What follows belongs to an exercise in optimizing a design on an open flow for small area, a short achievable clock period and few clock cycles per item; a production flow would make more cautious choices. RTL that was checked went through simulation tests only; none was proved equivalent to the original. For run 1, only the layout was checked, not whether the RTL still works. Power figures rest on the tool's default switching activity, not on a simulated workload.

## flow/design.v (module list and top-level ports; edited modules follow where they fit)
// module exu_alu_pfx: 75 lines
// module exu_alu_rglr: 85 lines
// module exu_alu_bjp: 12 lines
// module exu_alu_muldiv: 40 lines
// module exu_alu_mulstep: 761 lines
// module exu_alu: 48 lines
module exu_alu (
  input  wire logic                    i_clk,
  input  wire logic                    i_reset,
  input  wire logic                    i_valid,
  output logic                         o_ready,
  input  wire exu_alu_pkg::exu_issue_t i_issue,
  output logic                         o_cmt_valid,
  input  wire logic                    i_cmt_ready,
  output exu_alu_pkg::exu_cmt_t        o_cmt,
  output logic                         o_wbck_valid,
  input  wire logic                    i_wbck_ready,
  output exu_alu_pkg::exu_wbck_t       o_wbck
);
  // ...
==> flow/flow/run.sh <==
#!/bin/bash
# ORFS layout as the standard.sh runs it, with two changes:
#  - the ports are buffered with buf_2 instead of the cell buffer_ports picks;
#  - synthesis maps logic with an area-oriented ABC script (flow/abc_map.script),
#    the rest of synthesis is synth_recipe.tcl unchanged.
set -euo pipefail
here=$(pwd)
export BUFFER_PORTS_ARGS="-buffer_cell sky130_fd_sc_hd__buf_2"
export OWN_ABC_SCRIPT="$here/flow/abc_map.script"
{
  cat <<'TCL'
proc abc {args} {
  set i [lsearch $args -script]
  if {$i >= 0} { lset args [expr {$i + 1}] $::env(OWN_ABC_SCRIPT) }
  yosys abc {*}$args
}
TCL
  cat synth_recipe.tcl
} > own_synth.tcl
sed "s#SYNTH_SCRIPT=[^ ]*#SYNTH_SCRIPT=$here/own_synth.tcl#" standard.sh > own_standard.sh
bash own_standard.sh > orfs_make.log 2>&1
==> flow/flow/abc_map.script <==
&get -n
&st
&dch
&nf -a
&put
topo
stime -c
==> flow/standard.sh <==
#!/bin/bash
# synth_recipe.tcl (not shown) runs the flow's synth.tcl, then flattens the netlist and writes it again
# the make line also repeats each setting of config.mk as NAME=value (left out here)
make -C /OpenROAD-flow-scripts/flow DESIGN_CONFIG=/design/flow/config.mk WORK_HOME=/design/flow/orfs CLKGATE_MAP_FILE= SYNTH_SCRIPT=/design/flow/synth_recipe.tcl "${@:-finish}"
==> flow/config.mk <==
export PLATFORM = sky130hd
export DESIGN_NAME = exu_alu
export DESIGN_NICKNAME = exu_alu
export VERILOG_FILES = /design/flow/design.v
export SDC_FILE = /design/flow/constraint.sdc
export NUM_CORES = 4
export LEC_CHECK = 0
export CAP_MARGIN = 20
export CORE_MARGIN = 2
export CORE_UTILIZATION = 40
export SETUP_SLACK_MARGIN = 4
export SLEW_MARGIN = 20
==> flow/constraint.sdc <==
create_clock -name core_clock -period 10.0 [get_ports {i_clk}]
set_input_delay 2.0000 -clock core_clock [delete_from_list [all_inputs] [get_ports {i_clk}]]
set_output_delay 2.0000 -clock core_clock [all_outputs]
set_load 0.01 [all_outputs]
==> out/metrics.cfg, run 1 <==
[status]
status=complete, no violations

[clock_network]
cts_tree=built
max-clock-path-buffers=2
numCtsBuffers=9

[synth]
synth_top_family_by_area=adder cells
yosysSeqAreaShare_pct=13.9
synthXorXnorAreaFrac_pct=11.9

[power]
pwr-share-seq_pct=16.9
power_leakage_nw=7.10
intPower_w=0.00185
switching_power_w=0.00184
p_sw_share_pct=49.9

[floorplanning]
tap_cells=455
initial_core_util_pct=40.7

[timing]
rsz0062_at_grt=true
setup_ws_ns=2.47
fmax_mhz=133

[finish]
clock_cell_area_share_pct=1.55
final_nets=2201
drive_gt1_share_pct=25.8

[critical_path]
worstSetupPathType=in -> out
cp_max_fo=8
cp_top_family=compound AO/OA/AOI/OAI gates
arrival_ns=5.53
reg2reg_depth=16
startpoint=i_issue[0]
critPathMaxStageDelay_ns=0.34
critical_path.most_common_cell=buf_4
reg2reg_from=u_muldiv.cnt[0]$_SDFFE_PP0P_
endpoint=o_wbck[31]

[drt]
wl_per_cell_um=28.5
wl_met2_um=29800
drt_iter0_markers=1692
ant_nets=0
vias_per_cell=6.52
drt-pass1-iter-count=6

[min_path]
min_delay_path_depth=2

[grt]
busiest_layer=met2
grtUsageMet3_pct=6.12
grt_usage_pct=35.4

[placement]
place_congestion=0.979

==> module exu_alu_pfx, before the edit <==
module exu_alu_pfx #(
  parameter int N     = 32,
  parameter int STYLE = 0
) (
  input  wire logic [N-1:0] i_g,
  input  wire logic [N-1:0] i_p,
  output logic      [N-1:0] o_g
);
  localparam int L = $clog2(N);
  if (STYLE == 1) begin : g_skl
    logic [N-1:0] gg [0:L];
    logic [N-1:0] pp [0:L];
    assign gg[0] = i_g;
    assign pp[0] = i_p;
    for (genvar l = 0; l < L; l++) begin : g_lvl
      for (genvar i = 0; i < N; i++) begin : g_bit
        if ((i >> l) & 1) begin : g_op
          localparam int J = ((i >> l) << l) - 1;
          assign gg[l+1][i] = gg[l][i] | (pp[l][i] & gg[l][J]);
          assign pp[l+1][i] = pp[l][i] & pp[l][J];
        end else begin : g_pass
          assign gg[l+1][i] = gg[l][i];
          assign pp[l+1][i] = pp[l][i];
        end
      end
    end
    assign o_g = gg[L];
  end else if (STYLE == 2) begin : g_ks
    logic [N-1:0] gg [0:L];
    logic [N-1:0] pp [0:L];
    assign gg[0] = i_g;
    assign pp[0] = i_p;
    for (genvar l = 0; l < L; l++) begin : g_lvl
      for (genvar i = 0; i < N; i++) begin : g_bit
        if (i >= (1 << l)) begin : g_op
          assign gg[l+1][i] = gg[l][i] | (pp[l][i] & gg[l][i-(1<<l)]);
          assign pp[l+1][i] = pp[l][i] & pp[l][i-(1<<l)];
        end else begin : g_pass
          assign gg[l+1][i] = gg[l][i];
          assign pp[l+1][i] = pp[l][i];
        end
      end
    end
    assign o_g = gg[L];
  end else begin : g_bk
    logic [N-1:0] gg [0:2*L-1];
    logic [N-1:0] pp [0:2*L-1];
    assign gg[0] = i_g;
    assign pp[0] = i_p;
    for (genvar l = 0; l < L; l++) begin : g_up
      for (genvar i = 0; i < N; i++) begin : g_bit
        if (((i + 1) % (2 << l)) == 0) begin : g_op
          assign gg[l+1][i] = gg[l][i] | (pp[l][i] & gg[l][i-(1<<l)]);
          assign pp[l+1][i] = pp[l][i] & pp[l][i-(1<<l)];
        end else begin : g_pass
          assign gg[l+1][i] = gg[l][i];
          assign pp[l+1][i] = pp[l][i];
        end
      end
    end
    for (genvar d = 0; d < L-1; d++) begin : g_dn
      localparam int S = 1 << (L - 2 - d);    
      for (genvar i = 0; i < N; i++) begin : g_bit
        if ((i >= 2*S) && (((i + 1) % (2*S)) == S)) begin : g_op
          assign gg[L+d+1][i] = gg[L+d][i] | (pp[L+d][i] & gg[L+d][i-S]);
          assign pp[L+d+1][i] = pp[L+d][i] & pp[L+d][i-S];
        end else begin : g_pass
          assign gg[L+d+1][i] = gg[L+d][i];
          assign pp[L+d+1][i] = pp[L+d][i];
        end
      end
    end
    assign o_g = gg[2*L-1];
  end
endmodule
==> module exu_alu_rglr, before the edit <==
module exu_alu_rglr (
  input  wire exu_alu_pkg::op_t        i_op,
  input  wire logic                    i_alu,      
  input  wire logic                    i_bjp,      
  input  wire exu_alu_pkg::xlen_t      i_rs1,
  input  wire exu_alu_pkg::xlen_t      i_rs2,
  input  wire exu_alu_pkg::xlen_t      i_imm,
  input  wire exu_alu_pkg::xlen_t      i_link,
  output exu_alu_pkg::xlen_t           o_res,      
  output logic                         o_taken     
);
  localparam int XL = 32;
  exu_alu_pkg::xlen_t op1, op2, b, p, g, c, sum, sr, sfill;
  logic               do_sub, lt, ltu, eq, cout, fill;
  logic [4:0]         shamt;
  exu_alu_pkg::xlen_t gc;
  assign op1 = i_rs1;
  assign op2 = i_op[3] ? i_imm : i_rs2;
  assign do_sub = i_bjp | (i_op[2:0] == 3'd1) | (i_op[3:1] == 3'b111);
  assign b      = op2 ^ {XL{do_sub}};
  assign p      = op1 ^ b;
  assign g      = op1 & b;
  exu_alu_pfx #(.N(XL), .STYLE(1)) u_pfx (
    .i_g({g[XL-1:1], g[0] | (p[0] & do_sub)}), .i_p(p), .o_g(gc)
  );
  assign c    = {gc[XL-2:0], do_sub};
  assign sum  = p ^ c;
  assign cout = gc[XL-1];
  assign ltu = ~cout;                                   
  assign lt  = (op1[XL-1] ^ op2[XL-1]) ? op1[XL-1] : sum[XL-1];
  assign eq  = &p;                                      
  logic               sll;
  exu_alu_pkg::xlen_t sx, op1_rev, sr_rev;
  assign sll   = (i_op[2:0] == 3'd5);
  assign shamt = op2[4:0];
  assign fill  = (i_op == 4'h7) & op1[XL-1];
  for (genvar i = 0; i < XL; i++) begin : g_rev
    assign op1_rev[i] = op1[XL-1-i];
    assign sr_rev[i]  = sr[XL-1-i];
  end
  assign sx    = sll ? op1_rev : op1;
  exu_alu_pkg::xlen_t st [0:5];
  assign st[0] = sx;
  for (genvar k = 0; k < 5; k++) begin : g_sh
    assign st[k+1] = shamt[k] ? {{(1<<k){fill}}, st[k][XL-1:(1<<k)]} : st[k];
  end
  assign sr = st[5];
  logic s_sum, s_p, s_g, s_sr, s_sl, s_op2, s_lt, s_ltu;
  always_comb begin
    {s_sum, s_p, s_g, s_sr, s_sl, s_op2, s_lt, s_ltu} = '0;
    if (i_alu) begin
      case (i_op)
        4'h2,  4'hA: s_p   = 1'b1;
        4'h3,   4'hB: begin s_p = 1'b1; s_g = 1'b1; end
        4'h4,  4'hC: s_g   = 1'b1;
        4'h5,  4'hD: s_sl  = 1'b1;
        4'h6,
        4'h7:        s_sr  = 1'b1;
        4'h9:        s_op2 = 1'b1;
        4'hE:        s_lt  = 1'b1;
        4'hF:       s_ltu = 1'b1;
        default:            s_sum = 1'b1;
      endcase
    end
  end
  assign o_res = ({XL{s_sum}} & sum)
               | ({XL{s_p}}   & p)
               | ({XL{s_g}}   & g)
               | ({XL{s_sr}}  & sr)
               | ({XL{s_sl}}  & sr_rev)
               | ({XL{s_op2}} & op2)
               | ({XL{i_bjp}} & i_link)
               | {{(XL-1){1'b0}}, (s_lt & lt) | (s_ltu & ltu)};
  always_comb begin
    case (i_op)
      4'h0:  o_taken =  eq;
      4'h1:  o_taken = ~eq;
      4'h2:  o_taken =  lt;
      4'h3:  o_taken = ~lt;
      4'h4: o_taken =  ltu;
      4'h5: o_taken = ~ltu;
      default:      o_taken = 1'b1;                    
    endcase
  end
endmodule
==> module exu_alu_muldiv, before the edit <==
module exu_alu_muldiv (
  input  wire logic                    i_clk,
  input  wire logic                    i_reset,
  input  wire logic                    i_start,    
  input  wire logic                    i_accept,   
  input  wire exu_alu_pkg::xlen_t      i_rs1,      
  input  wire exu_alu_pkg::xlen_t      i_rs2,
  output logic                         o_done,
  output exu_alu_pkg::xlen_t           o_res
);
  localparam int XL = 32;
  localparam int K  = 8;
  localparam int N  = XL / K;
  localparam int W  = $clog2(N + 1);
  logic [W-1:0]       cnt;
  exu_alu_pkg::xlen_t acc_s, acc_c;             
  exu_alu_pkg::xlen_t in_s, in_c, s, c, p, g, gc;
  logic [XL:0]        rs2x;
  logic [K:0]         dig;
  assign o_done = (cnt == W'(N));
  assign rs2x = {i_rs2, 1'b0};
  assign dig  = rs2x[(N-1-cnt)*K +: K+1];
  assign in_s = (cnt == '0) ? '0 : acc_s;
  assign in_c = (cnt == '0) ? '0 : acc_c;
  exu_alu_mulstep u_step (.i_rs1, .i_acc_s(in_s), .i_acc_c(in_c), .i_dig(dig), .o_s(s), .o_c(c));
  always_ff @(posedge i_clk) begin
    if (i_reset | i_accept) cnt <= '0;
    else if (i_start & ~o_done) cnt <= cnt + 1'b1;
  end
  always_ff @(posedge i_clk) begin
    if (~o_done) begin
      acc_s <= s;
      acc_c <= c;
    end
  end
  assign p = acc_s ^ acc_c;
  assign g = acc_s & acc_c;
  exu_alu_pfx #(.N(XL), .STYLE(0)) u_pfx (.i_g(g), .i_p(p), .o_g(gc));
  assign o_res = p ^ {gc[XL-2:0], 1'b0};
endmodule
==> module exu_alu, before the edit <==
module exu_alu (
  input  wire logic                    i_clk,
  input  wire logic                    i_reset,
  input  wire logic                    i_valid,
  output logic                         o_ready,
  input  wire exu_alu_pkg::exu_issue_t i_issue,
  output logic                         o_cmt_valid,
  input  wire logic                    i_cmt_ready,
  output exu_alu_pkg::exu_cmt_t        o_cmt,
  output logic                         o_wbck_valid,
  input  wire logic                    i_wbck_ready,
  output exu_alu_pkg::exu_wbck_t       o_wbck
);
  logic               is_alu, is_bjp, is_mul;
  logic               done, need_wbck, accept;
  logic               mul_done, taken;
  exu_alu_pkg::xlen_t alu_res, link, mul_res;
  assign is_alu = ~i_issue.ilegl & ~i_issue.grp[1] & ~i_issue.grp[0];
  assign is_bjp = ~i_issue.ilegl & ~i_issue.grp[1] &  i_issue.grp[0];
  assign is_mul = ~i_issue.ilegl &  i_issue.grp[1];
  exu_alu_rglr u_rglr (
    .i_op(i_issue.op), .i_alu(is_alu), .i_bjp(is_bjp), .i_link(link), .i_rs1(i_issue.rs1), .i_rs2(i_issue.rs2), .i_imm(i_issue.imm),
    .o_res(alu_res), .o_taken(taken)
  );
  exu_alu_bjp u_bjp (
    .i_pc(i_issue.pc), .o_link(link)
  );
  exu_alu_muldiv u_muldiv (
    .i_clk, .i_reset,
    .i_start(i_valid & is_mul), .i_accept(accept),
    .i_rs1(i_issue.rs1), .i_rs2(i_issue.rs2),
    .o_done(mul_done), .o_res(mul_res)
  );
  assign done      = ~is_mul | mul_done;
  assign need_wbck = i_issue.rdwen & ~i_issue.ilegl;
  assign o_ready   = done & i_cmt_ready & (~need_wbck | i_wbck_ready);
  assign accept    = i_valid & o_ready;
  assign o_cmt_valid  = i_valid & done & (~need_wbck | i_wbck_ready);
  assign o_wbck_valid = i_valid & done & need_wbck & i_cmt_ready;
  assign o_cmt.pc     = i_issue.pc;
  assign o_cmt.pc_vld = 1'b1;
  assign o_cmt.bjp    = is_bjp;
  assign o_cmt.prdt   = is_bjp & i_issue.imm[32-1];
  assign o_cmt.rslv   = is_bjp & taken;
  assign o_cmt.ilegl  = i_issue.ilegl;
  assign o_wbck.wdat  = alu_res | ({32{is_mul}} & mul_res);
  assign o_wbck.rdidx = i_issue.rdidx;
endmodule
==> inputs of run 2 (changes only) <==
--- a/flow/design.v
+++ b/flow/design.v
@@ -46,6 +46,14 @@
     MDV_BUSY,
     MDV_DONE
   } mdv_state_e;
+  function automatic integer clog2(input integer v);
+    integer r;
+    begin
+      r = 0;
+      while ((1 << r) < v) r = r + 1;
+      clog2 = r;
+    end
+  endfunction
 endpackage
 `default_nettype wire
 `timescale 1ns/100ps
@@ -58,7 +66,7 @@
   input  wire logic [N-1:0] i_p,
   output logic      [N-1:0] o_g
 );
-  localparam int L = $clog2(N);
+  localparam int L = exu_alu_pkg::clog2(N);
   if (STYLE == 1) begin : g_skl
     logic [N-1:0] gg [0:L];
     logic [N-1:0] pp [0:L];
@@ -132,24 +140,28 @@
   input  wire exu_alu_pkg::op_t        i_op,
   input  wire logic                    i_alu,      
   input  wire logic                    i_bjp,      
+  input  wire logic                    i_mul,      
+  input  wire exu_alu_pkg::xlen_t      i_mul_s,    
+  input  wire exu_alu_pkg::xlen_t      i_mul_c,
   input  wire exu_alu_pkg::xlen_t      i_rs1,
   input  wire exu_alu_pkg::xlen_t      i_rs2,
   input  wire exu_alu_pkg::xlen_t      i_imm,
-  input  wire exu_alu_pkg::xlen_t      i_link,
-  output exu_alu_pkg::xlen_t           o_res,      
+  input  wire exu_alu_pkg::xlen_t      i_ext,      
+  output exu_alu_pkg::xlen_t           o_res,
   output logic                         o_taken     
 );
   localparam int XL = 32;
-  exu_alu_pkg::xlen_t op1, op2, b, p, g, c, sum, sr, sfill;
+  exu_alu_pkg::xlen_t op1, op2, a, b, p, g, c, sum, sr, sfill;
   logic               do_sub, lt, ltu, eq, cout, fill;
   logic [4:0]         shamt;
   exu_alu_pkg::xlen_t gc;
   assign op1 = i_rs1;
   assign op2 = i_op[3] ? i_imm : i_rs2;
-  assign do_sub = i_bjp | (i_op[2:0] == 3'd1) | (i_op[3:1] == 3'b111);
-  assign b      = op2 ^ {XL{do_sub}};
-  assign p      = op1 ^ b;
-  assign g      = op1 & b;
+  assign do_sub = ~i_mul & (i_bjp | (i_op[0] & ~i_op[1]) | (i_op[2] & i_op[1]));
+  assign a      = i_mul ? i_mul_s : op1;
+  assign b      = (i_mul ? i_mul_c : op2) ^ {XL{do_sub}};
+  assign p      = a ^ b;
+  assign g      = a & b;
   exu_alu_pfx #(.N(XL), .STYLE(1)) u_pfx (
     .i_g({g[XL-1:1], g[0] | (p[0] & do_sub)}), .i_p(p), .o_g(gc)
   );
@@ -178,6 +190,7 @@
   logic s_sum, s_p, s_g, s_sr, s_sl, s_op2, s_lt, s_ltu;
   always_comb begin
     {s_sum, s_p, s_g, s_sr, s_sl, s_op2, s_lt, s_ltu} = '0;
+    if (i_mul) s_sum = 1'b1;
     if (i_alu) begin
       case (i_op)
         4'h2,  4'hA: s_p   = 1'b1;
@@ -193,14 +206,19 @@
       endcase
     end
   end
-  assign o_res = ({XL{s_sum}} & sum)
-               | ({XL{s_p}}   & p)
+  exu_alu_pkg::xlen_t other, res_c0, res_c1;
+  assign other = ({XL{s_p}}   & p)
                | ({XL{s_g}}   & g)
                | ({XL{s_sr}}  & sr)
                | ({XL{s_sl}}  & sr_rev)
                | ({XL{s_op2}} & op2)
-               | ({XL{i_bjp}} & i_link)
-               | {{(XL-1){1'b0}}, (s_lt & lt) | (s_ltu & ltu)};
+               | i_ext;
+  assign res_c0 = other | ({XL{s_sum}} &  p);
+  assign res_c1 = other | ({XL{s_sum}} & ~p);
+  always_comb begin
+    for (int i = 0; i < XL; i++) o_res[i] = c[i] ? res_c1[i] : res_c0[i];
+    o_res[0] = o_res[0] | (s_lt & lt) | (s_ltu & ltu);
+  end
   always_comb begin
     case (i_op)
       4'h0:  o_taken =  eq;
@@ -239,15 +257,16 @@
   input  wire exu_alu_pkg::xlen_t      i_rs1,      
   input  wire exu_alu_pkg::xlen_t      i_rs2,
   output logic                         o_done,
-  output exu_alu_pkg::xlen_t           o_res
+  output exu_alu_pkg::xlen_t           o_s,        
+  output exu_alu_pkg::xlen_t           o_c         
 );
   localparam int XL = 32;
   localparam int K  = 8;
   localparam int N  = XL / K;
-  localparam int W  = $clog2(N + 1);
+  localparam int W  = exu_alu_pkg::clog2(N + 1);
   logic [W-1:0]       cnt;
   exu_alu_pkg::xlen_t acc_s, acc_c;             
-  exu_alu_pkg::xlen_t in_s, in_c, s, c, p, g, gc;
+  exu_alu_pkg::xlen_t in_s, in_c, s, c;
   logic [XL:0]        rs2x;
   logic [K:0]         dig;
   assign o_done = (cnt == W'(N));
@@ -266,10 +285,8 @@
       acc_c <= c;
     end
   end
-  assign p = acc_s ^ acc_c;
-  assign g = acc_s & acc_c;
-  exu_alu_pfx #(.N(XL), .STYLE(0)) u_pfx (.i_g(g), .i_p(p), .o_g(gc));
-  assign o_res = p ^ {gc[XL-2:0], 1'b0};
+  assign o_s = acc_s;
+  assign o_c = acc_c;
 endmodule
 module exu_alu_mulstep (
   input  wire logic [31:0] i_rs1,
@@ -1048,15 +1065,16 @@
   input  wire logic                    i_wbck_ready,
   output exu_alu_pkg::exu_wbck_t       o_wbck
 );
-  logic               is_alu, is_bjp, is_mul;
+  logic               is_bjp, is_mul, dp_alu, dp_bjp;
   logic               done, need_wbck, accept;
   logic               mul_done, taken;
-  exu_alu_pkg::xlen_t alu_res, link, mul_res;
-  assign is_alu = ~i_issue.ilegl & ~i_issue.grp[1] & ~i_issue.grp[0];
+  exu_alu_pkg::xlen_t alu_res, link, mul_s, mul_c, ext_res;
   assign is_bjp = ~i_issue.ilegl & ~i_issue.grp[1] &  i_issue.grp[0];
   assign is_mul = ~i_issue.ilegl &  i_issue.grp[1];
+  assign dp_alu = ~i_issue.grp[1] & ~i_issue.grp[0];
+  assign dp_bjp = ~i_issue.grp[1] &  i_issue.grp[0];
   exu_alu_rglr u_rglr (
-    .i_op(i_issue.op), .i_alu(is_alu), .i_bjp(is_bjp), .i_link(link), .i_rs1(i_issue.rs1), .i_rs2(i_issue.rs2), .i_imm(i_issue.imm),
+    .i_op(i_issue.op), .i_alu(dp_alu), .i_bjp(dp_bjp), .i_mul(i_issue.grp[1]), .i_mul_s(mul_s), .i_mul_c(mul_c), .i_ext(ext_res), .i_rs1(i_issue.rs1), .i_rs2(i_issue.rs2), .i_imm(i_issue.imm),
     .o_res(alu_res), .o_taken(taken)
   );
   exu_alu_bjp u_bjp (
@@ -1066,7 +1084,7 @@
     .i_clk, .i_reset,
     .i_start(i_valid & is_mul), .i_accept(accept),
     .i_rs1(i_issue.rs1), .i_rs2(i_issue.rs2),
-    .o_done(mul_done), .o_res(mul_res)
+    .o_done(mul_done), .o_s(mul_s), .o_c(mul_c)
   );
   assign done      = ~is_mul | mul_done;
   assign need_wbck = i_issue.rdwen & ~i_issue.ilegl;
@@ -1080,7 +1098,8 @@
   assign o_cmt.prdt   = is_bjp & i_issue.imm[32-1];
   assign o_cmt.rslv   = is_bjp & taken;
   assign o_cmt.ilegl  = i_issue.ilegl;
-  assign o_wbck.wdat  = alu_res | ({32{is_mul}} & mul_res);
+  assign ext_res = {32{dp_bjp}} & link;
+  assign o_wbck.wdat  = alu_res;
   assign o_wbck.rdidx = i_issue.rdidx;
 endmodule
 `default_nettype wire
--- a/flow/flow/run.sh
+++ b/flow/flow/run.sh
@@ -1,11 +1,11 @@
 #!/bin/bash
 # ORFS layout as the standard.sh runs it, with two changes:
-#  - the ports are buffered with buf_2 instead of the cell buffer_ports picks;
+#  - the ports are buffered with buf_1 instead of the cell buffer_ports picks;
 #  - synthesis maps logic with an area-oriented ABC script (flow/abc_map.script),
 #    the rest of synthesis is synth_recipe.tcl unchanged.
 set -euo pipefail
 here=$(pwd)
-export BUFFER_PORTS_ARGS="-buffer_cell sky130_fd_sc_hd__buf_2"
+export BUFFER_PORTS_ARGS="-buffer_cell sky130_fd_sc_hd__buf_1"
 export OWN_ABC_SCRIPT="$here/flow/abc_map.script"
 {
   cat <<'TCL'
--- a/flow/config.mk
+++ b/flow/config.mk
@@ -8,5 +8,5 @@
 export CAP_MARGIN = 20
 export CORE_MARGIN = 2
 export CORE_UTILIZATION = 40
-export SETUP_SLACK_MARGIN = 4
+export SETUP_SLACK_MARGIN = 3
 export SLEW_MARGIN = 20
==> run 2 against run 1 <==
Net effect:
- still clean on timing, DRC and antenna
- clock skew grew 0.0037 ns
- die area shrank 5.4%
- power shrank 6.6%
==> out/metrics.cfg, run 2 <==
[synth]
synthCells=1520  ; was 1559
syn_nets=1807  ; was 1896
synth_area_leaders=edfxtp_1 (14%), fa_1 (14%), mux2i_1 (9.7%)  ; was fa_1 (16%), edfxtp_1 (13%), xnor2_1 (8.9%)
yosys.area.top_type=edfxtp_1  ; was fa_1
synth_fa_ha_area_share_pct=18.6  ; was 23.1%
synth_edf_count=63  ; unchanged
avgSynthCellArea_um2=8.75  ; was 9.03 µm²
ys_ff_latch=66  ; unchanged
synthFlopType=edfxtp_1  ; unchanged
yosysTopAreaCellShare_pct=14.2  ; was 16.2%
synth_top_family_by_area=compound AO/OA/AOI/OAI gates  ; was adder cells
yosysSeqAreaShare_pct=14.7  ; was 13.9%
yosysUniqueCellTypes=58  ; was 61
synth.top_cells.by_count=o21ai_0 (148), xnor2_1 (133), mux2i_1 (129)  ; was xnor2_1 (143), a22oi_1 (125), mux2i_1 (118)
synthMuxAreaShare_pct=15.2  ; was 10.5%
synth_most_common_cell=o21ai_0  ; was xnor2_1
netlist_area_mm2=0.0133  ; was 0.0141 mm²
yosysWarningCount=9  ; was 12
async_flop_share_pct=0  ; unchanged
synth-compound-area-share_pct=22.1  ; was 22.8%
synthXorXnorAreaFrac_pct=11.7  ; was 11.9%
yosys.area_share.simple_pct=13.0  ; was 13.1%

[clock_network]
h-tree-depth=3  ; unchanged
clk_pin_slew_ns=0.06  ; about the same
numCtsBuffers=9  ; unchanged
cts_root_buf=clkbuf_16  ; unchanged
clock_latency_ns=0.35  ; was 0.34 ns
cts_tree=built  ; unchanged
max-clock-path-buffers=2  ; unchanged
hold_buffers=0  ; unchanged
clock-sinks=66  ; unchanged

[floorplanning]
initial_core_util_pct=40.8  ; was 40.7%
ios=223  ; unchanged
fp.coreArea_mm2=0.0326  ; was 0.0346 mm²
fp.dieW_um=186  ; was 192 µm
fp.dieH_um=186  ; was 192 µm
die-area_mm2=0.0347  ; was 0.0367 mm²
rows=66  ; was 68

[timing]
setup_tns_ns=0  ; unchanged
clock_skew_ns=0.0122  ; was 0.00845 ns
fmax_mhz=136  ; was 133 MHz
setup_viol=0  ; unchanged
holdWs_ns=0.827  ; was 0.842 ns
relSlewSlack_pct=30.9  ; was 22.5%
period_share_pct=73.7  ; was 75.3%
rsz0062_at_grt=true  ; unchanged
finalMaxSlewViolations=0  ; unchanged
hold_viol=0  ; unchanged
tightest_slew_ns=1.03  ; was 1.16 ns
finalCriticalPeriod_ns=7.37  ; was 7.53 ns

[critical_path]
worstSetupPathType=in -> out  ; unchanged
arrival_ns=5.37  ; was 5.53 ns
start_kind=input pin  ; unchanged
r2r_slack_ns=4.43  ; was 4.98 ns
crit_required_ns=8.00  ; about the same
worstSetupEndpointType=output port  ; unchanged
cp_max_fo=8  ; unchanged

[drt]
drt-pass1-iter-count=6  ; unchanged
vias_per_cell=6.31  ; was 6.52
wl_per_cell_um=27.0  ; was 28.5 µm
wl_um=61900  ; was 66200 µm
drt_iter0_markers=1525  ; was 1692
drc=0  ; unchanged
ant_nets=0  ; unchanged
num_vias=14500  ; was 15.1k

[finish]
layout.cells.most_common_list=buf_1 (184), xnor2_1 (132), a22oi_1 (123)  ; was buf_2 (201), xnor2_1 (136), a22oi_1 (124)
final_common_cell=buf_1  ; was buf_2
final_nets=2136  ; was 2201
fillers=3071  ; was 3269
diodes=0  ; unchanged
drive_gt1_share_pct=18.9  ; was 25.8%
top_register=u_muldiv.acc_s  ; unchanged
area_growth_syn_to_layout_pct=29.2  ; was 26.4%
largest_reg_flops=32  ; unchanged
reg_top3=u_muldiv.acc_s (32), u_muldiv.acc_c (31), u_muldiv.cnt (3)  ; unchanged

[grt]
grt_usage_pct=33.8  ; was 35.4%
antenna_found_initial=1  ; was 0
busiest_layer=met2  ; unchanged
grtUsageMet3_pct=5.83  ; was 6.12%
use_met2_pct=53.0  ; was 55.9%
grt_pass1_wl_um=88800  ; was 94600 µm
grt_max_degree=64  ; was 66
grt_util_met1_pct=45.3  ; was 46.5%
grt_pass1_vias=13800  ; was 14.3k
grt_overflow_total=0  ; unchanged

[power]
power_leakage_nw=6.48  ; was 7.10 nW
ir_worst_vdd_mv=0.0968  ; was 0.109 mV
intPower_w=0.00179  ; was 0.00185 W
pwr-share-seq_pct=17.7  ; was 16.9%
clockPowerShare_pct=9.9  ; was 8.4%
cellPowerDensity_mw_per_mm2=201  ; was 207 mW/mm²
power_frac_comb_pct=72.4  ; was 74.7%
p_sw_share_pct=48.2  ; was 49.9%
switching_power_w=0.00166  ; was 0.00184 W

[placement]
dpl.hpwl_um=45200  ; was 46500 µm
place_congestion=0.994  ; was 0.979
portBuffers=211  ; unchanged

[min_path]
worstHoldPathType=reg -> reg  ; unchanged

[flow_run]
max_cap_viol_count=0  ; unchanged

[status]
status=complete, no violations  ; unchanged

run 2: worst paths after layout:
check	from	end	cells past startpoint
setup / recovery	i_issue[1]	o_cmt[1]	20
hold / removal	u_muldiv.cnt[2]$_SDFFE_PP0P_	u_muldiv.cnt[2]$_SDFFE_PP0P_	3
setup reg to reg	u_muldiv.cnt[0]$_SDFFE_PP0P_	u_muldiv.acc_s[31]$_DFFE_PP_	15
hold reg to reg	u_muldiv.cnt[2]$_SDFFE_PP0P_	u_muldiv.cnt[2]$_SDFFE_PP0P_	3
run 2: power groups by stage:
stage / logic (W) / registers [W] / clock network, W
finish: 0.00250 / 0.000610 / 0.000340
global route: 0.00271 / 0.000614 / 0.000353
CTS: 0.00219 / 0.000607 / 0.000344
detailed placement: 0.00197 / 0.000613 / 0
global placement: 0.00194 / 0.000609 / 0
floorplan: 0.00138 / 0.000544 / 0
run 2: kinds of logic (layout without fill, tap and decap cells):
kind of cell	after synthesis	count (layout)
and+or+nand+nor	363	363
AOI/OAI and AO/OA	457	460
other	1	1
muxes	186	186
buffers and inverters	128	459
adders and majority gates	141	141
DFF	66	66
xor gates and xnor gates	178	178
run 2: cell type report:
class | count | area (µm²) | area share (%)
Clock buffer | 9 | 225 | 1.31
Multi-Input combinational cell | 1329 | 11800 | 68.5
Sequential cell | 66 | 1950 | 11.4
Inverter | 88 | 333 | 1.94
Tap cell | 442 | 553 | 3.22
Clock inverter | 7 | 77.6 | 0.451
Timing Repair Buffer | 355 | 2270 | 13.2
run 2: critical path, stage by stage:
cell and delay (ns):
buf_12 0.10, and2_4 0.18, o31a_4 0.34, buf_12 0.18, xor2_1 0.16, ha_1 0.32, a21oi_2 0.19, nor2_1 0.08
a211oi_2 0.21, o21ai_1 0.14, a21oi_2 0.17, buf_6 0.14, nor2_4 0.05, nor3_2 0.15, nand3b_1 0.16, a31oi_4 0.24
buf_6 0.11, nand4b_1 0.12, a31oi_2 0.15, buf_2 0.15
run 2: through the flow:
step                cell area, µm²  total power [W]  util, %  std cells  setup slack (ns)
global route                 17200          0.00367     52.7       2296              2.48
detailed placement           14900          0.00258     45.6       2179              1.65
CTS                          16100          0.00314     49.3       2243              2.62
finish                       17200          0.00345     52.7       2296              2.63
floorplan                    13400          0.00192        -       1520              2.82
global placement             14900          0.00255     45.6       2179              1.67
run 2: repair_timing:
| item | in CTS | in global routing |
|---|---|---|
| buffers inserted | 41 | 50 |
| cloned | 7 | 3 |
| setup endpoints to repair | 33 | 29 |
| pin swaps | 52 | 65 |
| gates resized for setup | 135 | 165 |
run 2: per-layer routing:
metal	vias up	routed length [µm]
li1	6286	-
met1	7157	25200
met2	877	27400
met3	179	5670
met4	0	3640
met5	-	0
Testbench counts of run 2, summed over its fixed seeds: cycles 5,236, items 3,200.
==> inputs of run 3 (changes only) <==
==> flow/flow/abc_map.script (replaced) <==
&get -n
&st
&dch
&nf
&put
buffer -c
topo
stime -c
upsize -c
dnsize -c
==> run 3 against run 2 <==
Net effect:
- largest power group unchanged
- critical path depth down 4
- count of clock-buffer cells in the layout unchanged
- final area down 2.6%
- largest cell class unchanged
- final cell count down 0.70%
- combinational power down 3%
- via count down 0.57%
- still clean
- routed wire length up 2.8%
- power down 2.4%
- global-route usage down 0.058 points
- non-clock buffer count down 30
- highest routed layer unchanged
- critical endpoint unchanged
==> out/metrics.cfg, run 3 <==
[power]
power_w=0.00336  ; was 0.00345 W
power_frac_comb_pct=72.1  ; was 72.4%
clockPowerShare_pct=9.6  ; was 9.9%
pwr-share-seq_pct=18.3  ; was 17.7%
power_leakage_nw=6.70  ; was 6.48 nW
cellPowerDensity_mw_per_mm2=201  ; about the same
ir_worst_vdd_mv=0.0806  ; was 0.0968 mV
intPower_w=0.00174  ; was 0.00179 W
p_sw_share_pct=48.3  ; was 48.2%
switching_power_w=0.00162  ; was 0.00166 W

[placement]
place_congestion=1.07  ; was 0.994
portBuffers=211  ; unchanged
dp.cells=2188  ; was 2179
dpl.hpwl_um=47300  ; was 45200 µm

[critical_path]
cp.buffers_inverters=4  ; was 5
start_kind=input pin  ; unchanged
critPathMaxStageDelay_ns=0.56  ; was 0.34 ns
cp_max_fo=8  ; unchanged
reg2reg_depth=14  ; was 15
crit_chain=buf_8, nor2b_4, o31a_4, buf_12, xor2_1, ha_1, buf_4, nand2_2, nor2_2, nand3_4, or4_4, o21ai_4, mux2i_1, nor4_2, a31oi_2, buf_2  ; was buf_12, and2_4, o31a_4, buf_12, xor2_1, ha_1, a21oi_2, nor2_1, a211oi_2, o21ai_1, a21oi_2, buf_6, nor2_4, nor3_2, nand3b_1, a31oi_4, buf_6, nand4b_1, a31oi_2, buf_2
r2r-end=u_muldiv.acc_s[31]$_DFFE_PP_  ; unchanged
cp_top_family=simple AND/OR/NAND/NOR gates  ; was compound AO/OA/AOI/OAI gates
r2r_slack_ns=4.36  ; was 4.43 ns
reg2reg_from=u_muldiv.cnt[0]$_SDFFE_PP0P_  ; unchanged
worstSetupEndpointType=output port  ; unchanged
worst_path_max_delay_cell=or4_4  ; was o31a_4
worstSetupPathType=in -> out  ; unchanged
crit_required_ns=8.00  ; about the same
arrival_ns=5.36  ; was 5.37 ns

[finish]
area_growth_syn_to_layout_pct=19.7  ; was 29.2%
multiInputGateArea_mm2=0.0116  ; was 0.0118 mm²
drive_gt1_share_pct=19.1  ; was 18.9%
layout.cells.most_common_list=buf_1 (186), xnor2_1 (133), a22oi_1 (123)  ; was buf_1 (184), xnor2_1 (132), a22oi_1 (123)
diodes=0  ; unchanged
reg_top3=u_muldiv.acc_s (32), u_muldiv.acc_c (31), u_muldiv.cnt (3)  ; unchanged
fillers=3331  ; was 3071
largest_reg_flops=32  ; unchanged
stdcell_count=2280  ; was 2296
final_nets=2107  ; was 2136
final_common_cell=buf_1  ; unchanged
top_register=u_muldiv.acc_s  ; unchanged
seq_area_mm2=0.00195  ; unchanged

[drt]
wl_um=63600  ; was 61900 µm
num_vias=14400  ; was 14.5k
drc=0  ; unchanged
vias_per_cell=6.32  ; was 6.31
drt-pass1-iter-count=6  ; unchanged
ant_nets=0  ; unchanged
drt_iter0_markers=1543  ; was 1525
wl_per_cell_um=27.9  ; was 27.0 µm

[timing]
relSlewSlack_pct=23.3  ; was 30.9%
finalCriticalPeriod_ns=7.36  ; was 7.37 ns
finalMaxSlewViolations=0  ; unchanged
period_share_pct=73.6  ; was 73.7%
setup_tns_ns=0  ; unchanged
setup_viol=0  ; unchanged
hold_viol=0  ; unchanged
holdWs_ns=0.812  ; was 0.827 ns
tightest_slew_ns=1.14  ; was 1.03 ns
fmax_mhz=136  ; about the same
rsz0062_at_grt=true  ; unchanged
clock_skew_ns=0.00695  ; was 0.0122 ns

[synth]
synthFlopType=edfxtp_1  ; unchanged
async_flop_share_pct=0  ; unchanged
ys_ff_latch=66  ; unchanged
yosys.area.top_type=edfxtp_1  ; unchanged
synthCells=1663  ; was 1520
synth_area_leaders=edfxtp_1 (14%), fa_1 (13%), mux2i_1 (9.2%)  ; was edfxtp_1 (14%), fa_1 (14%), mux2i_1 (9.7%)
avgSynthCellArea_um2=8.41  ; was 8.75 µm²
synth_edf_count=63  ; unchanged
yosysSeqAreaShare_pct=14.0  ; was 14.7%
syn_nets=1950  ; was 1807
yosysTopAreaCellShare_pct=13.5  ; was 14.2%
synth.top_cells.by_count=xnor2_1 (133), mux2i_1 (128), a22oi_1 (123)  ; was o21ai_0 (148), xnor2_1 (133), mux2i_1 (129)
synth_most_common_cell=xnor2_1  ; was o21ai_0
netlist_area_mm2=0.0140  ; was 0.0133 mm²
yosysWarningCount=9  ; unchanged
yosysUniqueCellTypes=80  ; was 58

[min_path]
min_delay_path_depth=2  ; was 3
worstHoldPathType=reg -> reg  ; unchanged
min_from=u_muldiv.cnt[1]$_SDFFE_PP0P_  ; was u_muldiv.cnt[2]$_SDFFE_PP0P_
min_to=u_muldiv.cnt[1]$_SDFFE_PP0P_  ; was u_muldiv.cnt[2]$_SDFFE_PP0P_

[floorplanning]
fp.coreArea_mm2=0.0345  ; was 0.0326 mm²
rows=68  ; was 66
fp.dieH_um=191  ; was 186 µm
die-area_mm2=0.0365  ; was 0.0347 mm²
ios=223  ; unchanged
fp.dieW_um=191  ; was 186 µm
initial_core_util_pct=40.6  ; was 40.8%

[clock_network]
clock_latency_ns=0.33  ; was 0.35 ns
h-tree-depth=3  ; unchanged
hold_buffers=0  ; unchanged
max-clock-path-buffers=2  ; unchanged
numCtsBuffers=9  ; unchanged
cts_root_buf=clkbuf_16  ; unchanged
clk_pin_slew_ns=0.06  ; about the same
clock-sinks=66  ; unchanged
cts_tree=built  ; unchanged

[grt]
grt_overflow_total=0  ; unchanged
grt_pass1_vias=13600  ; was 13.8k
grt_max_degree=64  ; unchanged
antenna_found_initial=2  ; was 1
grt_pass1_wl_um=90400  ; was 88800 µm
grt_usage_pct=33.8  ; about the same

[status]
status=complete, no violations  ; unchanged

[flow_run]
max_cap_viol_count=0  ; unchanged

==> run 3: cell count changes after synthesis, moves of 17 or more <==
cell | previous run | this run
o21ai_0 | 148 | 117
mux2_1 | 49 | 2
buf_2 | 0 | 17
mux2_2 | 0 | 46
inv_1 | 0 | 85
clkinv_1 | 88 | 0
and2_0 | 54 | 0
clkbuf_1 | 0 | 108
and2_1 | 0 | 53
o21ai_1 | 0 | 29
==> run 3: worst max path at each step <==
stage | from | slack (ns) | to | cells after the start
finish | i_issue[0] | 2.64 | o_cmt[1] | 16
global route | i_issue[0] | 2.53 | o_cmt[1] | 19
CTS | i_issue[0] | 2.75 | o_cmt[1] | 17
detailed placement | i_issue[3] | 1.65 | o_cmt[1] | 16
global placement | i_issue[1] | 1.79 | o_cmt[1] | 18
floorplan | i_issue[3] | 2.98 | o_wbck[26] | 18
==> run 3: cell families (layout without fill, tap and decap cells) <==
kind of cell               count (synthesis)  after routing  synth area share, %
and+or+nand+nor                          363            363                 12.5
adders and majority gates                141            141                 17.7
other                                      1              1               0.0268
xor gates and xnor gates                 178            178                 11.2
buffers and inverters                    271            429                 8.74
DFF                                       66             66                 14.0
muxes                                    186            188                 14.5
AOI/OAI and AO/OA                        457            459                 21.4
==> run 3: timing repair <==
item / 4_1_cts / 5_1_grt
buffers inserted: 46 / 21
pin swaps: 55 / 29
gates resized for setup: 130 / 79
endpoints found under the setup margin: 33 / 30
cloned: 6 / 3
==> run 3: power by group through the flow <==
stage | sequential (W) | combinational [W] | clock (W)
floorplan | 0.000541 | 0.00144 | 0
global placement | 0.000613 | 0.00198 | 0
detailed placement | 0.000612 | 0.00201 | 0
CTS | 0.000608 | 0.00227 | 0.000326
global route | 0.000618 | 0.00265 | 0.000335
finish | 0.000616 | 0.00243 | 0.000323
==> run 3: per-layer routing <==
layer / vias to the layer above / part of all wire [%] / GRT usage, %
li1: 6233 / - / -
met1: 7021 / 38 / 43.2
met2: 933 / 45 / 53.7
met3: 230 / 8.2 / 3.52
met4: 0 / 8.4 / 22.9
met5: - / 0 / 0
==> run 3: final cells by class <==
cell class	instances	share of cell area, %
multi-input cells	1330	69.3
repair buffers	325	11.9
flip-flops and latches	66	11.7
well taps	455	3.40
inverters	88	2.00
clock buffers	9	1.35
clock inverters	7	0.419
==> run 3: per-stage QoR <==
| stage | area (µm²) | utilization, % | worst slack [ns] |
|---|---|---|---|
| floorplan | 14100 | - | 2.98 |
| global placement | 14900 | 43.3 | 1.79 |
| detailed placement | 14900 | 43.3 | 1.65 |
| CTS | 16200 | 47.0 | 2.75 |
| global route | 16700 | 48.5 | 2.53 |
| finish | 16700 | 48.5 | 2.64 |
==> run 3: worst register-to-register path, stage by stage, from the launching register on <==
cell      delay, ns
dfxtp_1        0.81
mux4_2         0.65
nand2b_1       0.10
buf_4          0.44
inv_2          0.30
a21boi_4       0.85
a22oi_1        0.26
xnor2_1        0.26
fa_1           0.48
fa_1           0.45
xor2_1         0.22
xnor2_1        0.18
xnor2_1        0.17
xnor2_1        0.16
xnor2_1        0.08
==> inputs of run 4 (changes only) <==
--- a/flow/flow/run.sh
+++ b/flow/flow/run.sh
@@ -1,7 +1,7 @@
 #!/bin/bash
 # ORFS layout as the standard.sh runs it, with two changes:
 #  - the ports are buffered with buf_1 instead of the cell buffer_ports picks;
-#  - synthesis maps logic with an area-oriented ABC script (flow/abc_map.script),
+#  - synthesis maps logic with a shorter ABC script (delay-aware mapping, no SOP balancing loop) (flow/abc_map.script),
 #    the rest of synthesis is synth_recipe.tcl unchanged.
 set -euo pipefail
 here=$(pwd)
==> run 4 against run 3 <==
Net effect:
- count of clock-buffer cells in the layout stayed put
- clock skew unchanged
- hold slack unchanged
- utilization unchanged
- worst setup slack stayed put
- critical endpoint unchanged
==> out/metrics.cfg, run 4 <==
[timing]
fmax_mhz=136  ; unchanged
relSlewSlack_pct=23.3  ; unchanged
setup_tns_ns=0  ; unchanged
tightest_slew_ns=1.14  ; unchanged
hold_viol=0  ; unchanged
clock_skew_ns=0.00695  ; unchanged
period_share_pct=73.6  ; unchanged
rsz0062_at_grt=true  ; unchanged
finalCriticalPeriod_ns=7.36  ; unchanged
setup_viol=0  ; unchanged
finalMaxSlewViolations=0  ; unchanged

[power]
switching_power_w=0.00162  ; unchanged
pwr-share-seq_pct=18.3  ; about the same
power_w=0.00336  ; unchanged
intPower_w=0.00174  ; unchanged
cellPowerDensity_mw_per_mm2=201  ; unchanged
power_leakage_nw=6.70  ; unchanged
ir_worst_vdd_mv=0.0806  ; unchanged
p_sw_share_pct=48.3  ; unchanged
power_frac_comb_pct=72.1  ; about the same
clockPowerShare_pct=9.6  ; about the same

[synth]
ys_ff_latch=66  ; unchanged
syn_nets=1950  ; unchanged
synth_most_common_cell=xnor2_1  ; unchanged
synthFlopType=edfxtp_1  ; unchanged
yosysUniqueCellTypes=80  ; unchanged
synth.top_cells.by_count=xnor2_1 (133), mux2i_1 (128), a22oi_1 (123)  ; unchanged
avgSynthCellArea_um2=8.41  ; unchanged
async_flop_share_pct=0  ; unchanged
synth_area_leaders=edfxtp_1 (14%), fa_1 (13%), mux2i_1 (9.2%)  ; unchanged
netlist_area_mm2=0.0140  ; unchanged
synth_edf_count=63  ; unchanged
yosysTopAreaCellShare_pct=13.5  ; unchanged
yosysWarningCount=9  ; unchanged
yosysSeqAreaShare_pct=14.0  ; unchanged
yosys.area.top_type=edfxtp_1  ; unchanged
synthCells=1663  ; unchanged

[critical_path]
start_kind=input pin  ; unchanged
worstSetupEndpointType=output port  ; unchanged
arrival_ns=5.36  ; about the same
cp_max_fo=8  ; unchanged
reg2reg_from=u_muldiv.cnt[0]$_SDFFE_PP0P_  ; unchanged
reg2reg_depth=14  ; unchanged
crit_required_ns=8.00  ; about the same
r2r_slack_ns=4.36  ; about the same
worstSetupPathType=in -> out  ; unchanged
startpoint=i_issue[0]  ; unchanged
r2r-end=u_muldiv.acc_s[31]$_DFFE_PP_  ; unchanged

[grt]
antenna_found_initial=2  ; unchanged
grt_max_degree=64  ; unchanged
grt_pass1_wl_um=90400  ; unchanged
grt_pass1_vias=13600  ; unchanged
grt_usage_pct=33.8  ; unchanged
grt_overflow_total=0  ; unchanged

[clock_network]
cts_root_buf=clkbuf_16  ; unchanged
hold_buffers=0  ; unchanged
clock-sinks=66  ; unchanged
clock_latency_ns=0.33  ; about the same
max-clock-path-buffers=2  ; unchanged
numCtsBuffers=9  ; unchanged
h-tree-depth=3  ; unchanged
cts_tree=built  ; unchanged
clk_pin_slew_ns=0.06  ; about the same

[floorplanning]
fp.dieH_um=191  ; unchanged
die-area_mm2=0.0365  ; unchanged
fp.dieW_um=191  ; unchanged
initial_core_util_pct=40.6  ; unchanged
rows=68  ; unchanged
ios=223  ; unchanged
fp.coreArea_mm2=0.0345  ; unchanged

[finish]
reg_top3=u_muldiv.acc_s (32), u_muldiv.acc_c (31), u_muldiv.cnt (3)  ; unchanged
diodes=0  ; unchanged
layout.cells.most_common_list=buf_1 (186), xnor2_1 (133), a22oi_1 (123)  ; unchanged
final_nets=2107  ; unchanged
top_register=u_muldiv.acc_s  ; unchanged
largest_reg_flops=32  ; unchanged
area_growth_syn_to_layout_pct=19.7  ; unchanged
stdcell_count=2280  ; unchanged
fin_area_mm2=0.0167  ; unchanged
final_common_cell=buf_1  ; unchanged
fin_util_pct=48.5  ; unchanged
drive_gt1_share_pct=19.1  ; unchanged

[drt]
drt-pass1-iter-count=6  ; unchanged
drc=0  ; unchanged
vias_per_cell=6.32  ; unchanged
ant_nets=0  ; unchanged
wl_um=63600  ; unchanged
num_vias=14400  ; unchanged
wl_per_cell_um=27.9  ; unchanged
drt_iter0_markers=1543  ; unchanged

[placement]
place_congestion=1.07  ; unchanged
dp.cells=2188  ; unchanged
dpl-instance-area_mm2=0.0149  ; unchanged
portBuffers=211  ; unchanged
dpl.hpwl_um=47300  ; unchanged

[min_path]
worstHoldPathType=reg -> reg  ; unchanged
min_delay_path_depth=2  ; unchanged
min_to=u_muldiv.cnt[1]$_SDFFE_PP0P_  ; unchanged
min_from=u_muldiv.cnt[1]$_SDFFE_PP0P_  ; unchanged

[status]
status=complete, no violations  ; unchanged

[flow_run]
max_cap_viol_count=0  ; unchanged

## run 4: worst max path at each step
stage | end | slack (ns)
final | o_cmt[1] | 2.64
after global routing | o_cmt[1] | 2.53
after detailed placement | o_cmt[1] | 1.65
after global placement | o_cmt[1] | 1.79
after floorplan | o_wbck[26] | 2.98
after CTS | o_cmt[1] | 2.75
## run 4: cells by family after synthesis
group / after synthesis / share of synthesized area [%]
xor+xnor: 178 / 11.2
mux: 186 / 14.5
flops: 66 / 14.0
simple gates: 363 / 12.5
buf+inv: 271 / 8.74
fa+ha+maj: 141 / 17.7
other cells: 1 / 0.0268
compound gates: 457 / 21.4
## run 4: metal layers
| metal | track usage (%) | part of all wire, % | routed length, µm | vias to the layer above |
|---|---|---|---|---|
| met5 | 0 | 0 | 0 | - |
| met4 | 22.9 | 8.4 | 5340 | 0 |
| met3 | 3.52 | 8.2 | 5200 | 230 |
| met2 | 53.7 | 45 | 28600 | 933 |
| met1 | 43.2 | 38 | 24400 | 7021 |
| li1 | - | - | - | 6233 |
## run 4: worst max-delay path, cell delays in order
cell and delay, ns:
buf_8 0.10, nor2b_4 0.12, o31a_4 0.42, buf_12 0.18, xor2_1 0.16, ha_1 0.34, buf_4 0.13, nand2_2 0.09
nor2_2 0.15, nand3_4 0.15, or4_4 0.56, o21ai_4 0.23, mux2i_1 0.12, nor4_2 0.34, a31oi_2 0.13, buf_2 0.15
## run 4: power groups by stage
| stage | sequential (W) | clock (W) | combinational, W |
|---|---|---|---|
| 6_report | 0.000616 | 0.000323 | 0.00243 |
| 5_1_grt | 0.000618 | 0.000335 | 0.00265 |
| 4_1_cts | 0.000608 | 0.000326 | 0.00227 |
| 3_5_place_dp | 0.000612 | 0 | 0.00201 |
| 3_3_place_gp | 0.000613 | 0 | 0.00198 |
| 2_1_floorplan | 0.000541 | 0 | 0.00144 |
## run 4: final cells by class
class	instances	area [µm²]
clock buffers	9	225
clock inverters	7	70.1
fillers	3331	17700
inverters	88	334
multi-input cells	1330	11600
flip-flops and latches	66	1950
well taps	455	569
repair buffers	325	1980
## run 4: through the flow
step | setup WS, ns | hold slack, ns
after global placement | 1.79 | 0.776
after floorplan | 2.98 | 0.665
after detailed placement | 1.65 | 0.778
after CTS | 2.75 | 0.784
final | 2.64 | 0.812
after global routing | 2.53 | 0.828
## run 4: what timing repair did
item | in CTS | in global routing
pin swaps | 55 | 29
gates cloned | 6 | 3
setup endpoints to repair | 33 | 30
gates resized for setup | 130 | 79
buffers inserted | 46 | 21
==> inputs of run 5 (changes only) <==
--- a/flow/design.v
+++ b/flow/design.v
@@ -152,25 +152,33 @@
 );
   localparam int XL = 32;
   exu_alu_pkg::xlen_t op1, op2, a, b, p, g, c, sum, sr, sfill;
-  logic               do_sub, lt, ltu, eq, cout, fill;
+  logic               do_sub, eq, fill;
   logic [4:0]         shamt;
   exu_alu_pkg::xlen_t gc;
   assign op1 = i_rs1;
   assign op2 = i_op[3] ? i_imm : i_rs2;
   assign do_sub = ~i_mul & (i_bjp | (i_op[0] & ~i_op[1]) | (i_op[2] & i_op[1]));
   assign a      = i_mul ? i_mul_s : op1;
-  assign b      = (i_mul ? i_mul_c : op2) ^ {XL{do_sub}};
-  assign p      = a ^ b;
-  assign g      = a & b;
+  assign b      = i_mul ? i_mul_c : op2;
+  exu_alu_pkg::xlen_t pa, ga, gs;
+  assign pa     = a ^ b;
+  assign ga     = a & b;
+  assign gs     = a & ~b;
+  assign p      = pa ^ {XL{do_sub}};
+  assign g      = do_sub ? gs : ga;
   exu_alu_pfx #(.N(XL), .STYLE(1)) u_pfx (
     .i_g({g[XL-1:1], g[0] | (p[0] & do_sub)}), .i_p(p), .o_g(gc)
   );
   assign c    = {gc[XL-2:0], do_sub};
   assign sum  = p ^ c;
-  assign cout = gc[XL-1];
-  assign ltu = ~cout;                                   
-  assign lt  = (op1[XL-1] ^ op2[XL-1]) ? op1[XL-1] : sum[XL-1];
   assign eq  = &p;                                      
+  logic sdiff;
+  logic [1:0] lt_k, ltu_k;                              
+  assign sdiff    = op1[XL-1] ^ op2[XL-1];
+  assign ltu_k[0] = ~g[XL-1];                           
+  assign ltu_k[1] = ~(g[XL-1] | p[XL-1]);
+  assign lt_k[0]  = sdiff ? op1[XL-1] :  p[XL-1];
+  assign lt_k[1]  = sdiff ? op1[XL-1] : ~p[XL-1];
   logic               sll;
   exu_alu_pkg::xlen_t sx, op1_rev, sr_rev;
   assign sll   = (i_op[2:0] == 3'd5);
@@ -215,21 +223,26 @@
                | i_ext;
   assign res_c0 = other | ({XL{s_sum}} &  p);
   assign res_c1 = other | ({XL{s_sum}} & ~p);
+  logic [1:0] slt_k, taken_k;
   always_comb begin
-    for (int i = 0; i < XL; i++) o_res[i] = c[i] ? res_c1[i] : res_c0[i];
-    o_res[0] = o_res[0] | (s_lt & lt) | (s_ltu & ltu);
+    for (int k = 0; k < 2; k++) begin
+      slt_k[k] = (s_lt & lt_k[k]) | (s_ltu & ltu_k[k]);
+      case (i_op)
+        4'h0:  taken_k[k] =  eq;
+        4'h1:  taken_k[k] = ~eq;
+        4'h2:  taken_k[k] =  lt_k[k];
+        4'h3:  taken_k[k] = ~lt_k[k];
+        4'h4: taken_k[k] =  ltu_k[k];
+        4'h5: taken_k[k] = ~ltu_k[k];
+        default:      taken_k[k] = 1'b1;               
+      endcase
+    end
   end
   always_comb begin
-    case (i_op)
-      4'h0:  o_taken =  eq;
-      4'h1:  o_taken = ~eq;
-      4'h2:  o_taken =  lt;
-      4'h3:  o_taken = ~lt;
-      4'h4: o_taken =  ltu;
-      4'h5: o_taken = ~ltu;
-      default:      o_taken = 1'b1;                    
-    endcase
+    for (int i = 0; i < XL; i++) o_res[i] = c[i] ? res_c1[i] : res_c0[i];
+    o_res[0] = o_res[0] | slt_k[c[XL-1]];
   end
+  assign o_taken = taken_k[c[XL-1]];
 endmodule
 `default_nettype wire
 `timescale 1ns/100ps
@@ -270,14 +283,27 @@
   logic [XL:0]        rs2x;
   logic [K:0]         dig;
   assign o_done = (cnt == W'(N));
+  logic [N-1:0] top_eq;                         
+  logic [W-1:0] skip, eff;
+  logic         first;
   assign rs2x = {i_rs2, 1'b0};
-  assign dig  = rs2x[(N-1-cnt)*K +: K+1];
-  assign in_s = (cnt == '0) ? '0 : acc_s;
-  assign in_c = (cnt == '0) ? '0 : acc_c;
+  assign top_eq[0] = 1'b0;
+  for (genvar t = 1; t < N; t++) begin : g_eq
+    assign top_eq[t] = (&rs2x[XL:t*K]) | ~(|rs2x[XL:t*K]);
+  end
+  always_comb begin
+    skip = '0;
+    for (int t = N - 1; t >= 1; t--) if (top_eq[t]) skip = W'(N - t);
+  end
+  assign first = (cnt == '0);
+  assign eff   = first ? skip : cnt;
+  assign dig   = rs2x[(N-1-eff)*K +: K+1];
+  assign in_s  = first ? '0 : acc_s;
+  assign in_c  = first ? '0 : acc_c;
   exu_alu_mulstep u_step (.i_rs1, .i_acc_s(in_s), .i_acc_c(in_c), .i_dig(dig), .o_s(s), .o_c(c));
   always_ff @(posedge i_clk) begin
     if (i_reset | i_accept) cnt <= '0;
-    else if (i_start & ~o_done) cnt <= cnt + 1'b1;
+    else if (i_start & ~o_done) cnt <= eff + 1'b1;
   end
   always_ff @(posedge i_clk) begin
     if (~o_done) begin
@@ -1074,7 +1100,7 @@
   assign dp_alu = ~i_issue.grp[1] & ~i_issue.grp[0];
   assign dp_bjp = ~i_issue.grp[1] &  i_issue.grp[0];
   exu_alu_rglr u_rglr (
-    .i_op(i_issue.op), .i_alu(dp_alu), .i_bjp(dp_bjp), .i_mul(i_issue.grp[1]), .i_mul_s(mul_s), .i_mul_c(mul_c), .i_ext(ext_res), .i_rs1(i_issue.rs1), .i_rs2(i_issue.rs2), .i_imm(i_issue.imm),
+    .i_op(i_issue.op), .i_alu(dp_alu), .i_bjp(i_issue.grp[0]), .i_mul(mul_done), .i_mul_s(mul_s), .i_mul_c(mul_c), .i_ext(ext_res), .i_rs1(i_issue.rs1), .i_rs2(i_issue.rs2), .i_imm(i_issue.imm),
     .o_res(alu_res), .o_taken(taken)
   );
   exu_alu_bjp u_bjp (
==> run 5 against run 4 <==
Net effect:
- combinational power shrank 36%
- routed wire length grew 2.0%
- first-iteration DRC count grew 18%
- non-clock buffer count grew 17
- critical path type unchanged
- final cell count grew 3.0%
- clock power shrank 5%
- global-route usage grew 0.62 points
- critical path depth is the same
- largest cell class unchanged
- synthesized area grew 0.92%
- count of clock-buffer cells in the layout is the same
- final area grew 5.0%
==> out/metrics.cfg, run 5 <==
[clock_network]
max-clock-path-buffers=2  ; unchanged
clock_latency_ns=0.36  ; was 0.33 ns
cts_root_buf=clkbuf_16  ; unchanged
numCtsBuffers=9  ; unchanged
clock-sinks=66  ; unchanged
hold_buffers=0  ; unchanged
h-tree-depth=3  ; unchanged
cts_tree=built  ; unchanged
clk_pin_slew_ns=0.06  ; about the same

[floorplanning]
initial_core_util_pct=40.7  ; was 40.6%
rows=68  ; unchanged
ios=223  ; unchanged
fp.coreArea_mm2=0.0346  ; was 0.0345 mm²
die-area_mm2=0.0368  ; was 0.0365 mm²
fp.dieH_um=192  ; was 191 µm
fp.dieW_um=192  ; was 191 µm

[synth]
synth_area_leaders=edfxtp_1 (13%), fa_1 (13%), mux2i_1 (12%)  ; was edfxtp_1 (14%), fa_1 (13%), mux2i_1 (9.2%)
synth_most_common_cell=mux2i_1  ; was xnor2_1
syn_nets=1960  ; was 1950
synth.top_cells.by_count=mux2i_1 (174), xnor2_1 (145), nand2_1 (144)  ; was xnor2_1 (133), mux2i_1 (128), a22oi_1 (123)
avgSynthCellArea_um2=8.27  ; was 8.41 µm²
yosysSeqAreaShare_pct=13.8  ; was 14.0%
ys_ff_latch=66  ; unchanged
synthFlopType=edfxtp_1  ; unchanged
yosysTopAreaCellShare_pct=13.4  ; was 13.5%
synth_edf_count=63  ; unchanged
synthCells=1706  ; was 1663
async_flop_share_pct=0  ; unchanged
yosysUniqueCellTypes=77  ; was 80
yosys.area.top_type=edfxtp_1  ; unchanged
netlist_area_mm2=0.0141  ; was 0.0140 mm²
yosysWarningCount=9  ; unchanged

[placement]
place_congestion=0.974  ; was 1.07
pre_cts_ws_ns=1.61  ; was 1.65 ns
dpl.hpwl_um=47400  ; was 47300 µm
portBuffers=211  ; unchanged
dpl-instance-area_mm2=0.0150  ; was 0.0149 mm²

[critical_path]
cp_top_family=compound AO/OA/AOI/OAI gates  ; was simple AND/OR/NAND/NOR gates
critPathMaxStageDelay_ns=0.33  ; was 0.56 ns
cp.buffers_inverters=4  ; unchanged
arrival_ns=5.07  ; was 5.36 ns
crit_required_ns=8.00  ; about the same
critical_path.most_common_cell=xnor2_1
start_kind=input pin  ; unchanged
worstSetupPathType=in -> out  ; unchanged
worstSetupEndpointType=output port  ; unchanged
crit_chain=clkbuf_16, buf_16, mux2_4, mux2i_2, xnor2_1, xnor2_1, buf_4, nand2b_4, o21ai_4, a21oi_4, o211ai_1, a21o_1, and2_4, or3_1, a31o_2, buf_1  ; was buf_8, nor2b_4, o31a_4, buf_12, xor2_1, ha_1, buf_4, nand2_2, nor2_2, nand3_4, or4_4, o21ai_4, mux2i_1, nor4_2, a31oi_2, buf_2
cp_max_fo=6  ; was 8
worst_path_max_delay_cell=mux2_4  ; was or4_4

[timing]
hold_viol=0  ; unchanged
finalMaxSlewViolations=0  ; unchanged
rsz0062_at_grt=true  ; unchanged
tightest_slew_ns=1.29  ; was 1.14 ns
clock_skew_ns=0.00567  ; was 0.00695 ns
setup_viol=0  ; unchanged
relSlewSlack_pct=13.0  ; was 23.3%
finalCriticalPeriod_ns=7.07  ; was 7.36 ns
setup_tns_ns=0  ; unchanged
period_share_pct=70.7  ; was 73.6%
setup_ws_ns=2.93  ; was 2.64 ns
fmax_mhz=141  ; was 136 MHz

[status]
status=complete, no violations  ; unchanged

[grt]
antenna_found_initial=4  ; was 2
grt_pass1_vias=13800  ; was 13.6k
grt_pass1_wl_um=92500  ; was 90400 µm
grt_overflow_total=0  ; unchanged
grt_usage_pct=34.4  ; was 33.8%
grt_max_degree=51  ; was 64

[drt]
ant_nets=0  ; unchanged
drc=0  ; unchanged
num_vias=14900  ; was 14.4k
wl_met1_um=25100  ; was 24400 µm
wl_um=64900  ; was 63600 µm
wl_met2_um=29800  ; was 28600 µm
wl_per_cell_um=27.6  ; was 27.9 µm
drt_iter0_markers=1821  ; was 1543
route.met3.wl_um=6030  ; was 5200 µm
drt-pass1-iter-count=6  ; unchanged
top_layer_used=met4  ; unchanged
vias_per_cell=6.36  ; was 6.32

[flow_run]
max_cap_viol_count=0  ; unchanged

[min_path]
worstHoldPathType=reg -> reg  ; unchanged

[finish]
reg_top3=u_muldiv.acc_s (32), u_muldiv.acc_c (31), u_muldiv.cnt (3)  ; unchanged
fin_area_mm2=0.0176  ; was 0.0167 mm²
fillers=3332  ; was 3331
final_common_cell=buf_1  ; unchanged
largest_reg_flops=32  ; unchanged
final_nets=2138  ; was 2107
area_growth_syn_to_layout_pct=24.6  ; was 19.7%
layout.cells.most_common_list=buf_1 (178), mux2i_1 (147), nand2_1 (139)  ; was buf_1 (186), xnor2_1 (133), a22oi_1 (123)
drive_gt1_share_pct=21.3  ; was 19.1%
top_register=u_muldiv.acc_s  ; unchanged

[power]
ir_worst_vdd_mv=0.0918  ; was 0.0806 mV
cellPowerDensity_mw_per_mm2=141  ; was 201 mW/mm²
power_leakage_nw=6.99  ; was 6.70 nW

[run 5: cell count changes after synthesis, moves of 12 or more]
cell,delta
nand2_1,+47
mux2i_1,+46
ha_1,-33
and2_1,-29
o21ai_1,-26
xor2_1,+23
o21ai_0,-20
nor2_1,+19
o211ai_1,+17
xnor2_1,+12
[run 5: layer usage]
layer | GRT usage (%) | vias up
met5 | 0 | -
met4 | 19.9 | 0
met3 | 5.02 | 183
met2 | 55.0 | 1001
met1 | 44.3 | 7333
li1 | - | 6418
[run 5: final cells by class]
class | count | area, µm² | share of cell area [%]
Antenna cell | 5 | 12.5 | 0.0712
Clock buffer | 9 | 225 | 1.28
Clock inverter | 7 | 45.0 | 0.256
Inverter | 81 | 329 | 1.87
Multi-Input combinational cell | 1384 | 12100 | 69.1
Sequential cell | 66 | 1950 | 11.1
Tap cell | 455 | 569 | 3.24
Timing Repair Buffer | 342 | 2290 | 13.1
[run 5: cells by family (layout without fill, tap and decap cells)]
kind of cell,count (synthesis),count (layout),share of synthesized area [%]
compound gates,438,438,20.8
simple gates,402,402,12.9
buf+inv,260,439,8.52
mux,216,220,15.9
xor+xnor,214,214,13.4
fa+ha+maj,109,109,14.7
flops,66,66,13.8
other cells,1,6,0.0266
[run 5: per-stage QoR]
stage | instances | util [%] | hold slack, ns | total power, W
after floorplan | 1706 | - | 0.499 | 0.00147
after detailed placement | 2232 | 43.3 | 0.577 | 0.00192
after global routing | 2348 | 50.7 | 0.650 | 0.00266
after CTS | 2314 | 48.5 | 0.606 | 0.00238
after global placement | 2232 | 43.3 | 0.562 | 0.00189
final | 2349 | 50.7 | 0.617 | 0.00248
[run 5: tightest hold or removal path: stages (launching register included)]
cell     delay, ns
dfxtp_1       0.37
mux2i_1       0.15
nor2_1        0.05
[run 5: power breakdown]
| group | total [W] | switching, W | internal (W) |
|---|---|---|---|
| clock | 0.000308 | 0.000142 | 0.000167 |
| sequential | 0.000617 | 0.000116 | 0.000501 |
| combinational | 0.00156 | 0.000902 | 0.000654 |
| total | 0.00248 | 0.00116 | 0.00132 |
[run 5: repair_timing]
item                                    4_1_cts  5_1_grt
setup buffers                                54       26
resized for setup                           201      119
endpoints found under the setup margin       86       71
pin swaps                                    35       48
hold endpoints to repair                      0        0
cloned                                       12        4
[run 5: final timing paths]
kind / start / endpoint / slack [ns] / depth (start not counted)
setup / recovery: i_issue[3] / o_wbck[26] / 2.93 / 16
hold / removal: u_muldiv.cnt[1]$_SDFFE_PP0P_ / u_muldiv.cnt[1]$_SDFFE_PP0P_ / 0.62 / 2
hold reg to reg: u_muldiv.cnt[1]$_SDFFE_PP0P_ / u_muldiv.cnt[1]$_SDFFE_PP0P_ / 0.62 / 2
setup reg to reg: u_muldiv.cnt[2]$_SDFFE_PP0P_ / u_muldiv.acc_s[31]$_DFFE_PN_ / 4.59 / 16
Testbench counts of run 5, summed over its fixed seeds: cycles 4,972, items 3,200.

==> re-timing with driven ports <==
The results above use ideal ports. As a check the final layouts listed here were re-extracted and re-timed, cells and wires unchanged. Step 1 assumes that a clkbuf_16 drives the clock port and a buf_2 every other input. Step 2 times the ports against the registers' clock, not the clock port: input delays grow and output delays shrink by t, the midpoint of the rising clock arrivals with the driver on. Slacks: ideal / step 1 / step 2; pairs: ideal / step 1.
run	shift t [ns]	setup slack, ns	worst setup path after step 2
run 1	0.383	2.466 / 2.320 / 2.320	input to output
run 2	0.395	2.632 / 2.541 / 2.541	input to output
run 3	0.371	2.636 / 2.488 / 2.488	input to output
run 4	0.371	2.636 / 2.488 / 2.488	input to output
run 5	0.403	2.929 / 2.817 / 2.627	input to register
After both steps setup and hold are still met in every run listed. For run 5, which loses most, drivers alone change the setup slack by -0.112 ns; drivers and shift together by -0.302 ns.
